This design comes from an exercise in tuning for small area, a short achievable clock period and few clock cycles per item on the open sky130 flow, not from production work. At most, simulation tests tie the RTL to the original design; equivalence was not proved. Power and IR drop assume default switching activity.

==> run R <==
==> flow/design.v (excerpt) <==
module depth_pixel_backprojection
(
    input  logic              i_clk,
    input  logic              i_rst_n,
    input  logic              i_s_tvalid,
    output logic              o_s_tready,
    input  logic [39:0]       i_s_tdata,    
    output logic              o_m_tvalid,
    input  logic              i_m_tready,
    output logic [63:0]       o_m_tdata,    
    output logic [0:0]        o_m_tuser,    
    input  logic              psel,
    input  logic              penable,
    input  logic              pwrite,
    input  logic [APB_AW-1:0] paddr,
    input  logic [APB_DW-1:0] pwdata,
    output logic [APB_DW-1:0] prdata,
    output logic              pready
);
    localparam int LAT = AXIS_LAT;    
    logic [FOC_W-1:0]  r_focal_x;
    logic [FOC_W-1:0]  r_focal_y;
    logic [CTR_W-1:0]  r_center_x;
    logic [CTR_W-1:0]  r_center_y;
    logic [MAXD_W-1:0] r_max_depth;
    logic cfg_wr;
    assign pready = 1'b1;
    assign cfg_wr = psel && penable && pwrite;
    always_ff @(posedge i_clk) begin
        if (!i_rst_n) begin
            r_focal_x   <= FOCAL_X_RST;
            r_focal_y   <= FOCAL_Y_RST;
            r_center_x  <= CENTER_X_RST;
  ...
clock: 8.0 ns
lec_check: 0
cap_margin: 20
core_margin: 2
core_utilization: 55
cts_buf_list: sky130_fd_sc_hd__clkbuf_8
cts_cluster_size: 20
setup_slack_margin: 4.3
slew_margin: 20
run.sh (not shown) runs the stock make flow with config.mk's settings and CLKGATE_MAP_FILE= SYNTH_SCRIPT=/design/flow/synth_recipe.tcl, a recipe that flattens the netlist after the stock synthesis.
==> inputs of run A, as changes to run R <==
--- a/flow/design.v
+++ b/flow/design.v
@@ -221,69 +221,97 @@
 );
     localparam int LAT = AXIS_LAT;    
     logic [FOC_W-1:0]  r_focal_x;
     logic [FOC_W-1:0]  r_focal_y;
     logic [CTR_W-1:0]  r_center_x;
     logic [CTR_W-1:0]  r_center_y;
     logic [MAXD_W-1:0] r_max_depth;
-    logic cfg_wr;
+    logic              r_wr_en;
+    logic [2:0]        r_wr_a;
+    logic [CTR_W-1:0]  r_wr_d;
     assign pready = 1'b1;
-    assign cfg_wr = psel && penable && pwrite;
+    always_ff @(posedge i_clk) begin
+        if (!i_rst_n) r_wr_en <= 1'b0;
+        else          r_wr_en <= psel && penable && pwrite;
+        r_wr_a <= paddr[APB_AW-1:2];
+        r_wr_d <= pwdata[CTR_W-1:0];
+    end
     always_ff @(posedge i_clk) begin
         if (!i_rst_n) begin
             r_focal_x   <= FOCAL_X_RST;
             r_focal_y   <= FOCAL_Y_RST;
             r_center_x  <= CENTER_X_RST;
             r_center_y  <= CENTER_Y_RST;
             r_max_depth <= MAX_DEPTH_RST;
-        end else if (cfg_wr) begin
-            case (paddr[APB_AW-1:2])
-                REG_FOCAL_X:   r_focal_x   <= pwdata[FOC_W-1:0];
-                REG_FOCAL_Y:   r_focal_y   <= pwdata[FOC_W-1:0];
-                REG_CENTER_X:  r_center_x  <= pwdata[CTR_W-1:0];
-                REG_CENTER_Y:  r_center_y  <= pwdata[CTR_W-1:0];
-                REG_MAX_DEPTH: r_max_depth <= pwdata[MAXD_W-1:0];
+        end else if (r_wr_en) begin
+            case (r_wr_a)
+                REG_FOCAL_X:   r_focal_x   <= r_wr_d[FOC_W-1:0];
+                REG_FOCAL_Y:   r_focal_y   <= r_wr_d[FOC_W-1:0];
+                REG_CENTER_X:  r_center_x  <= r_wr_d;
+                REG_CENTER_Y:  r_center_y  <= r_wr_d;
+                REG_MAX_DEPTH: r_max_depth <= r_wr_d[MAXD_W-1:0];
                 default: ;   
             endcase
         end
     end
+    logic [CTR_W-1:0] rd_val [0:4];
+    always_comb begin
+        rd_val[0] = CTR_W'(r_focal_x);
+        rd_val[1] = CTR_W'(r_focal_y);
+        rd_val[2] = r_center_x;
+        rd_val[3] = r_center_y;
+        rd_val[4] = CTR_W'(r_max_depth);
+        if (r_wr_en) begin
+            case (r_wr_a)
+                REG_FOCAL_X:   rd_val[0] = CTR_W'(r_wr_d[FOC_W-1:0]);
+                REG_FOCAL_Y:   rd_val[1] = CTR_W'(r_wr_d[FOC_W-1:0]);
+                REG_CENTER_X:  rd_val[2] = r_wr_d;
+                REG_CENTER_Y:  rd_val[3] = r_wr_d;
+                REG_MAX_DEPTH: rd_val[4] = CTR_W'(r_wr_d[MAXD_W-1:0]);
+                default: ;
+            endcase
+        end
+    end
     logic [CTR_W-1:0] r_prdata;
     always_ff @(posedge i_clk) begin
         case (paddr[APB_AW-1:2])
-            REG_FOCAL_X:   r_prdata <= CTR_W'(r_focal_x);
-            REG_FOCAL_Y:   r_prdata <= CTR_W'(r_focal_y);
-            REG_CENTER_X:  r_prdata <= r_center_x;
-            REG_CENTER_Y:  r_prdata <= r_center_y;
-            REG_MAX_DEPTH: r_prdata <= CTR_W'(r_max_depth);
+            REG_FOCAL_X:   r_prdata <= rd_val[0];
+            REG_FOCAL_Y:   r_prdata <= rd_val[1];
+            REG_CENTER_X:  r_prdata <= rd_val[2];
+            REG_CENTER_Y:  r_prdata <= rd_val[3];
+            REG_MAX_DEPTH: r_prdata <= rd_val[4];
             default:       r_prdata <= '0;
         endcase
     end
     assign prdata = APB_DW'(r_prdata);
-    logic           r_sv;         
+    localparam int NSV = 4;
+    logic [NSV-1:0] r_sv;         
     logic           r_ov;         
     logic           advance;
+    logic           adv_in;
     logic           r_in_v;
     logic           r0_v;
     logic [LAT-1:0] r_vld;
-    assign advance    = !r_sv;
+    assign advance    = !r_sv[0];
+    assign adv_in     = !r_sv[1];
     assign o_s_tready = advance;
     always_ff @(posedge i_clk) begin
         if (!i_rst_n) begin
             r_in_v <= 1'b0;
             r0_v   <= 1'b0;
             r_vld  <= '0;
         end else if (advance) begin
             r_in_v <= i_s_tvalid;
             r0_v   <= r_in_v;
             r_vld  <= {r_vld[LAT-2:0], r0_v};
         end
     end
     logic [39:0] r_in_data;
     always_ff @(posedge i_clk) begin
-        if (advance) r_in_data <= i_s_tdata;
+        if (adv_in) r_in_data <= i_s_tdata;
     end
     logic [DEPTH_W-1:0] s_depth;
     logic               n_ok;
     logic [PIX_W:0]     n_vx, n_vy;
     assign s_depth = r_in_data[15:0];
     assign n_ok = !s_depth[DEPTH_W-1] && (|s_depth[DEPTH_W-2:0]) &&
                   (s_depth[DEPTH_W-2:0] < r_max_depth);
@@ -300,86 +328,85 @@
                                               (n_bw[2*k+1] & n_bw[2*k]));
         end
     end
     logic [HI_W-1:0] r0_hx, r0_hy;
     logic            r0_sx, r0_sy;
     logic [Z_W-1:0]  r0_z;
     logic [7:0]      r0_bneg, r0_bone, r0_btwo;
+    logic [7:0]      r0_bneg_yn, r0_bone_yn, r0_btwo_yn;
     always_ff @(posedge i_clk) begin
-        if (advance) begin
+        if (adv_in) begin
             r0_sx <= n_vx[PIX_W];
             r0_hx <= n_vx[PIX_W-1:0] ^ {PIX_W{n_vx[PIX_W]}};
             r0_sy <= n_vy[PIX_W];
             r0_hy <= n_vy[PIX_W-1:0] ^ {PIX_W{n_vy[PIX_W]}};
             r0_z  <= n_ok ? s_depth[Z_W-1:0] : '0;
             r0_bneg <= n_bneg;
             r0_bone <= n_bone;
             r0_btwo <= n_btwo;
+            r0_bneg_yn <= ~n_bneg;
+            r0_bone_yn <= ~n_bone;
+            r0_btwo_yn <= ~n_btwo;
         end
     end
     logic [Z_W-1:0] r_z [0:LAT-1];
     always_ff @(posedge i_clk) begin
-        if (advance) begin
+        if (adv_in) begin
             r_z[0] <= r0_z;
             for (int k = 1; k < LAT; k++) r_z[k] <= r_z[k-1];
         end
     end
     logic [COORD_W-1:0] ax_x;
     logic [COORD_W-1:0] ax_y;
     dpb_axis u_axis_x (
         .i_clk    (i_clk),
-        .i_en     (advance),
+        .i_en     (!r_sv[2]),
         .i_h      (r0_hx),
         .i_neg    (r0_sx),
         .i_z      (r0_z),
         .i_bneg   (r0_bneg),
         .i_bone   (r0_bone),
         .i_btwo   (r0_btwo),
         .i_center (r_center_x),
         .i_focal  (r_focal_x),
         .o_coord  (ax_x)
     );
     dpb_axis u_axis_y (
         .i_clk    (i_clk),
-        .i_en     (advance),
+        .i_en     (!r_sv[3]),
         .i_h      (r0_hy),
         .i_neg    (r0_sy),
         .i_z      (r0_z),
-        .i_bneg   (r0_bneg),
-        .i_bone   (r0_bone),
-        .i_btwo   (r0_btwo),
+        .i_bneg   (~r0_bneg_yn),
+        .i_bone   (~r0_bone_yn),
+        .i_btwo   (~r0_btwo_yn),
         .i_center (r_center_y),
         .i_focal  (r_focal_y),
         .o_coord  (ax_y)
     );
     logic        out_ok;
     logic [64:0] n_item;     
     assign out_ok = |r_z[LAT-1];
-    assign n_item = {out_ok, 1'b0,
-                     r_z[LAT-1],
-                     out_ok ? ax_y : {COORD_W{1'b0}},
-                     out_ok ? ax_x : {COORD_W{1'b0}}};
+    assign n_item = {out_ok, 1'b0, r_z[LAT-1], ax_y, ax_x};
     logic [64:0] r_out;
     logic [64:0] r_skid;
     logic        arrive;
     assign arrive = advance && r_vld[LAT-1];
     always_ff @(posedge i_clk) begin
         if (!i_rst_n) begin
             r_ov <= 1'b0;
-            r_sv <= 1'b0;
+            r_sv <= '0;
         end else begin
-            if (!r_ov || i_m_tready) begin
-                r_ov <= r_sv || arrive;
-                r_sv <= 1'b0;
-            end else if (arrive) begin
-                r_sv <= 1'b1;
-            end
+            if (!r_ov || i_m_tready)
+                r_ov <= r_sv[0] || arrive;
+            for (int c = 0; c < NSV; c++)
+                r_sv[c] <= r_ov && !i_m_tready && (r_sv[c] || r_vld[LAT-1]);
         end
     end
     always_ff @(posedge i_clk) begin
-        if (!r_ov || i_m_tready) r_out <= r_sv ? r_skid : n_item;
-        if (r_ov && !i_m_tready && arrive) r_skid <= n_item;
+        if (!r_ov || i_m_tready) r_out <= r_sv[0] ? r_skid : n_item;
+        if (!r_sv[0]) r_skid <= n_item;
     end
     assign o_m_tvalid = r_ov;
     assign o_m_tdata  = r_out[63:0];
     assign o_m_tuser  = r_out[64];
 endmodule
==> flow/flow/run.sh (new file) <==
#!/bin/bash
# The standard layout (the standard.sh: ORFS synthesis through finish), with
# one change: the buffers that buffer_ports puts on every input and output port
# are sky130_fd_sc_hd__buf_4 cells instead of the delay buffer it picks by
# default. Everything make and its tools print goes to make.log in this folder;
# ORFS keeps each step's own log under orfs/logs/.
set -euo pipefail
export BUFFER_PORTS_ARGS="-buffer_cell sky130_fd_sc_hd__buf_4"
bash standard.sh > make.log 2>&1
==> flow/standard.sh (new file) <==
#!/bin/bash
# synth_recipe.tcl (not shown) runs the flow's synth.tcl, then flattens the netlist and writes it again
# the make line also repeats each setting of config.mk as NAME=value (left out here)
make -C /OpenROAD-flow-scripts/flow DESIGN_CONFIG=/design/flow/config.mk WORK_HOME=/design/flow/orfs CLKGATE_MAP_FILE= SYNTH_SCRIPT=/design/flow/synth_recipe.tcl "${@:-finish}"
==> flow/config.mk (replaced) <==
export PLATFORM = sky130hd
export DESIGN_NAME = depth_pixel_backprojection
export DESIGN_NICKNAME = depth_pixel_backprojection
export VERILOG_FILES = /design/flow/design.v
export SDC_FILE = /design/flow/constraint.sdc
export NUM_CORES = 4
export LEC_CHECK = 0
export CAP_MARGIN = 20
export CORE_MARGIN = 2
export CORE_UTILIZATION = 40
export SETUP_SLACK_MARGIN = 4.9
export SLEW_MARGIN = 20
removed: flow/run.sh
==> results.txt <==
                                                                                 run R                    run A
Status                                                         complete, no violations  complete, no violations
Headroom to the max-slew limit                                                   0.258                    0.274
Total of fill cells in the finished design                                       19400                    29600
Number of cells on the worst reg-to-reg path                                         7                       11
Effective utilization at floorplan                                               0.553                    0.402
Proportion of cell area occupied by registers                                    0.531                    0.489
Cell with the largest stage delay on the worst path                           edfxtp_1                a2111oi_4
Multiplexer fraction of the synthesized cell area                               0.0304                   0.0252
Ant diodes                                                                          13                        5
Reg2Reg Capture Point                                          u_axis_y.r_m_row[0][13]     u_axis_x.r_rem[2][3]
Share of synthesized cell area in and, or, nand and nor gates                   0.0694                   0.0803
Syn avg cell area                                                             13.3 µm²                 13.1 µm²
Via count of the routed design                                                   82500                    85500
Die width                                                                       507 µm                   596 µm
Met2 wire len                                                                140000 µm                152000 µm
Post-layout power                                                             0.0570 W                 0.0651 W
Synth Area in XOR/XNOR                                                          0.0525                   0.0507
No run of this note included a check of the RTL's function; only the layout flow was run.

* * *

==> v21 <==
Another version of the RTL of depth_pixel_backprojection (not shown whole).
==> flow/design.v (excerpt) <==
module depth_pixel_backprojection
(
    input  logic              i_clk,
    input  logic              i_rst_n,
    input  logic              i_s_tvalid,
    output logic              o_s_tready,
    input  logic [39:0]       i_s_tdata,    
    output logic              o_m_tvalid,
    input  logic              i_m_tready,
    output logic [63:0]       o_m_tdata,    
    output logic [0:0]        o_m_tuser,    
    input  logic              psel,
    input  logic              penable,
    input  logic              pwrite,
    input  logic [APB_AW-1:0] paddr,
    input  logic [APB_DW-1:0] pwdata,
    output logic [APB_DW-1:0] prdata,
    output logic              pready
);
    localparam int LAT = AXIS_LAT;    
    logic [FOC_W-1:0]  r_focal_x;
    logic [FOC_W-1:0]  r_focal_y;
    logic [CTR_W-1:0]  r_center_x;
    logic [CTR_W-1:0]  r_center_y;
    logic [MAXD_W-1:0] r_max_depth;
    logic              r_wr_en;
    logic [2:0]        r_wr_a;
    logic [CTR_W-1:0]  r_wr_d;
    assign pready = 1'b1;
    always_ff @(posedge i_clk) begin
        if (!i_rst_n) r_wr_en <= 1'b0;
        else          r_wr_en <= psel && penable && pwrite;
        r_wr_a <= paddr[APB_AW-1:2];
        r_wr_d <= pwdata[CTR_W-1:0];
    end
    always_ff @(posedge i_clk) begin
        if (!i_rst_n) begin
            r_focal_x   <= FOCAL_X_RST;
            r_focal_y   <= FOCAL_Y_RST;
            r_center_x  <= CENTER_X_RST;
            r_center_y  <= CENTER_Y_RST;
            r_max_depth <= MAX_DEPTH_RST;
        end else if (r_wr_en) begin
            case (r_wr_a)
                REG_FOCAL_X:   r_focal_x   <= r_wr_d[FOC_W-1:0];
                REG_FOCAL_Y:   r_focal_y   <= r_wr_d[FOC_W-1:0];
  ...
make LEC_CHECK=0 CAP_MARGIN=20 CORE_MARGIN=2 CORE_UTILIZATION=40 SETUP_SLACK_MARGIN=4.4 SLEW_MARGIN=20 finish   # period 8.0 ns
Stock flow here: none of the scripts above is used.
==> v6 (differences from v21) <==
--- a/flow/design.v
+++ b/flow/design.v
@@ -328,24 +328,28 @@
                                               (n_bw[2*k+1] & n_bw[2*k]));
         end
     end
     logic [HI_W-1:0] r0_hx, r0_hy;
     logic            r0_sx, r0_sy;
     logic [Z_W-1:0]  r0_z;
     logic [7:0]      r0_bneg, r0_bone, r0_btwo;
+    logic [7:0]      r0_bneg_yn, r0_bone_yn, r0_btwo_yn;
     always_ff @(posedge i_clk) begin
         if (adv_in) begin
             r0_sx <= n_vx[PIX_W];
             r0_hx <= n_vx[PIX_W-1:0] ^ {PIX_W{n_vx[PIX_W]}};
             r0_sy <= n_vy[PIX_W];
             r0_hy <= n_vy[PIX_W-1:0] ^ {PIX_W{n_vy[PIX_W]}};
             r0_z  <= n_ok ? s_depth[Z_W-1:0] : '0;
             r0_bneg <= n_bneg;
             r0_bone <= n_bone;
             r0_btwo <= n_btwo;
+            r0_bneg_yn <= ~n_bneg;
+            r0_bone_yn <= ~n_bone;
+            r0_btwo_yn <= ~n_btwo;
         end
     end
     logic [Z_W-1:0] r_z [0:LAT-1];
     always_ff @(posedge i_clk) begin
         if (adv_in) begin
             r_z[0] <= r0_z;
             for (int k = 1; k < LAT; k++) r_z[k] <= r_z[k-1];
@@ -368,25 +372,28 @@
     );
     dpb_axis u_axis_y (
         .i_clk    (i_clk),
         .i_en     (!r_sv[3]),
         .i_h      (r0_hy),
         .i_neg    (r0_sy),
         .i_z      (r0_z),
-        .i_bneg   (r0_bneg),
-        .i_bone   (r0_bone),
-        .i_btwo   (r0_btwo),
+        .i_bneg   (~r0_bneg_yn),
+        .i_bone   (~r0_bone_yn),
+        .i_btwo   (~r0_btwo_yn),
         .i_center (r_center_y),
         .i_focal  (r_focal_y),
         .o_coord  (ax_y)
     );
     logic        out_ok;
     logic [64:0] n_item;     
     assign out_ok = |r_z[LAT-1];
-    assign n_item = {out_ok, 1'b0, r_z[LAT-1], ax_y, ax_x};
+    assign n_item = {out_ok, 1'b0,
+                     r_z[LAT-1],
+                     out_ok ? ax_y : {COORD_W{1'b0}},
+                     out_ok ? ax_x : {COORD_W{1'b0}}};
     logic [64:0] r_out;
     logic [64:0] r_skid;
     logic        arrive;
     assign arrive = advance && r_vld[LAT-1];
     always_ff @(posedge i_clk) begin
         if (!i_rst_n) begin
             r_ov <= 1'b0;
Settings changed: SETUP_SLACK_MARGIN 4.4 to 4.3.
==> v11 (differences from v21) <==
--- a/flow/design.v
+++ b/flow/design.v
@@ -378,15 +378,18 @@
         .i_center (r_center_y),
         .i_focal  (r_focal_y),
         .o_coord  (ax_y)
     );
     logic        out_ok;
     logic [64:0] n_item;     
     assign out_ok = |r_z[LAT-1];
-    assign n_item = {out_ok, 1'b0, r_z[LAT-1], ax_y, ax_x};
+    assign n_item = {out_ok, 1'b0,
+                     r_z[LAT-1],
+                     out_ok ? ax_y : {COORD_W{1'b0}},
+                     out_ok ? ax_x : {COORD_W{1'b0}}};
     logic [64:0] r_out;
     logic [64:0] r_skid;
     logic        arrive;
     assign arrive = advance && r_vld[LAT-1];
     always_ff @(posedge i_clk) begin
         if (!i_rst_n) begin
             r_ov <= 1'b0;
Settings changed: SETUP_SLACK_MARGIN 4.4 to 4.6.
==> qor summary <==
| quantity | v6 | v21 | v11 |
|---|---|---|---|
| Number of filler instances in the final layout | 30400 | 29900 | 29500 |
| Startpoint of the worst register-to-register path | r0_bone[5]$_DFFE_PN_ | r0_bone[4]$_DFFE_PN_ | u_axis_y.r_w[23][1]$_DFFE_PN_ |
| Cell area power density | 382 mW/mm^2 | 376 mW/mm^2 | 383 mW/mm^2 |
| Number of signal-net buffers in the layout | 286 | 270 | 407 |
| Run status | no timing/DRC/antenna violations | no timing/DRC/antenna violations | no timing/DRC/antenna violations |
| Worst setup slack before clock tree synthesis | 3440 ps | 3730 ps | 3760 ps |
| Part of the power in the clock network | 24.2% | 24.8% | 23.8% |
| Die X-Extent | 597 um | 592 um | 592 um |
| Share of final-layout standard cells stronger than drive strength 1 | 11.0% | 9.64% | 15.3% |
| Fraction of the mapped netlist area in adder cells | 12.4% | 12.6% | 12.6% |
| Average via count per standard cell | 5.27 | 5.27 | 5.28 |
| HPWL Detailed | 196000 um | 195000 um | 202000 um |
| Standard cell with the maximum stage delay on the critical path | edfxtp_1 | nor2b_4 | or4b_4 |
| TritonCTS Buffers | 313 | 311 | 310 |
| GR Util met2 | 27.0% | 28.7% | 29.2% |
| Clock-pin transition on the worst setup and hold timing paths | 60 ps | 70 ps | 60 ps |
| Maximum cell stage delay along the critical path | 990 ps | 530 ps | 520 ps |
| Global-route track usage on met1 | 19.2% | 18.9% | 19.7% |
| Met3 routed wirelength | 12200 um | 14100 um | 14100 um |
Testbench counts of v21, summed over its fixed seeds: cycles 10,208, items 9,600.
Testbench counts of v11, summed over its fixed seeds: cycles 10,208, items 9,600.
No functional check of the RTL was part of v6.

-- port drivers added, routing unchanged --
No port has a modelled driver above. Below, the same layouts with a new extraction and two added sets of constraints. Step 1: set_driving_cell puts a clkbuf_16 on i_clk and a buf_2 on each other input, an assumption about the parent block. Step 2 adds t to the input delays and takes it off the output delays; t is the mean of the earliest and latest rising clock arrival at the registers after step 1. Input paths then give back, and output paths get back, about the clock's delay inside the block. a / b / c = ideal ports / drivers / drivers and shift; a / b = the first two.
run	shift t [ns]	setup slack, ns	worst hold slack (ns)	worst setup path at the end
run R	1.095	4.247 / 4.247 / 3.482	0.350 / 0.350 / 0.350	input to register
run A	0.980	4.692 / 4.692 / 4.375	0.398 / 0.398 / 0.398	input to register
v21	1.001	4.471 / 4.424 / 4.222	0.368 / 0.368 / 0.368	input to register
v6	0.988	4.408 / 4.408 / 3.724	0.367 / 0.367 / 0.367	input to register
v11	0.995	4.550 / 4.550 / 4.002	0.378 / 0.378 / 0.378	input to register
After both steps setup and hold are still met in every run listed. For run R, which loses most, drivers alone change the setup slack by 0.000 ns; drivers and shift together by -0.765 ns.
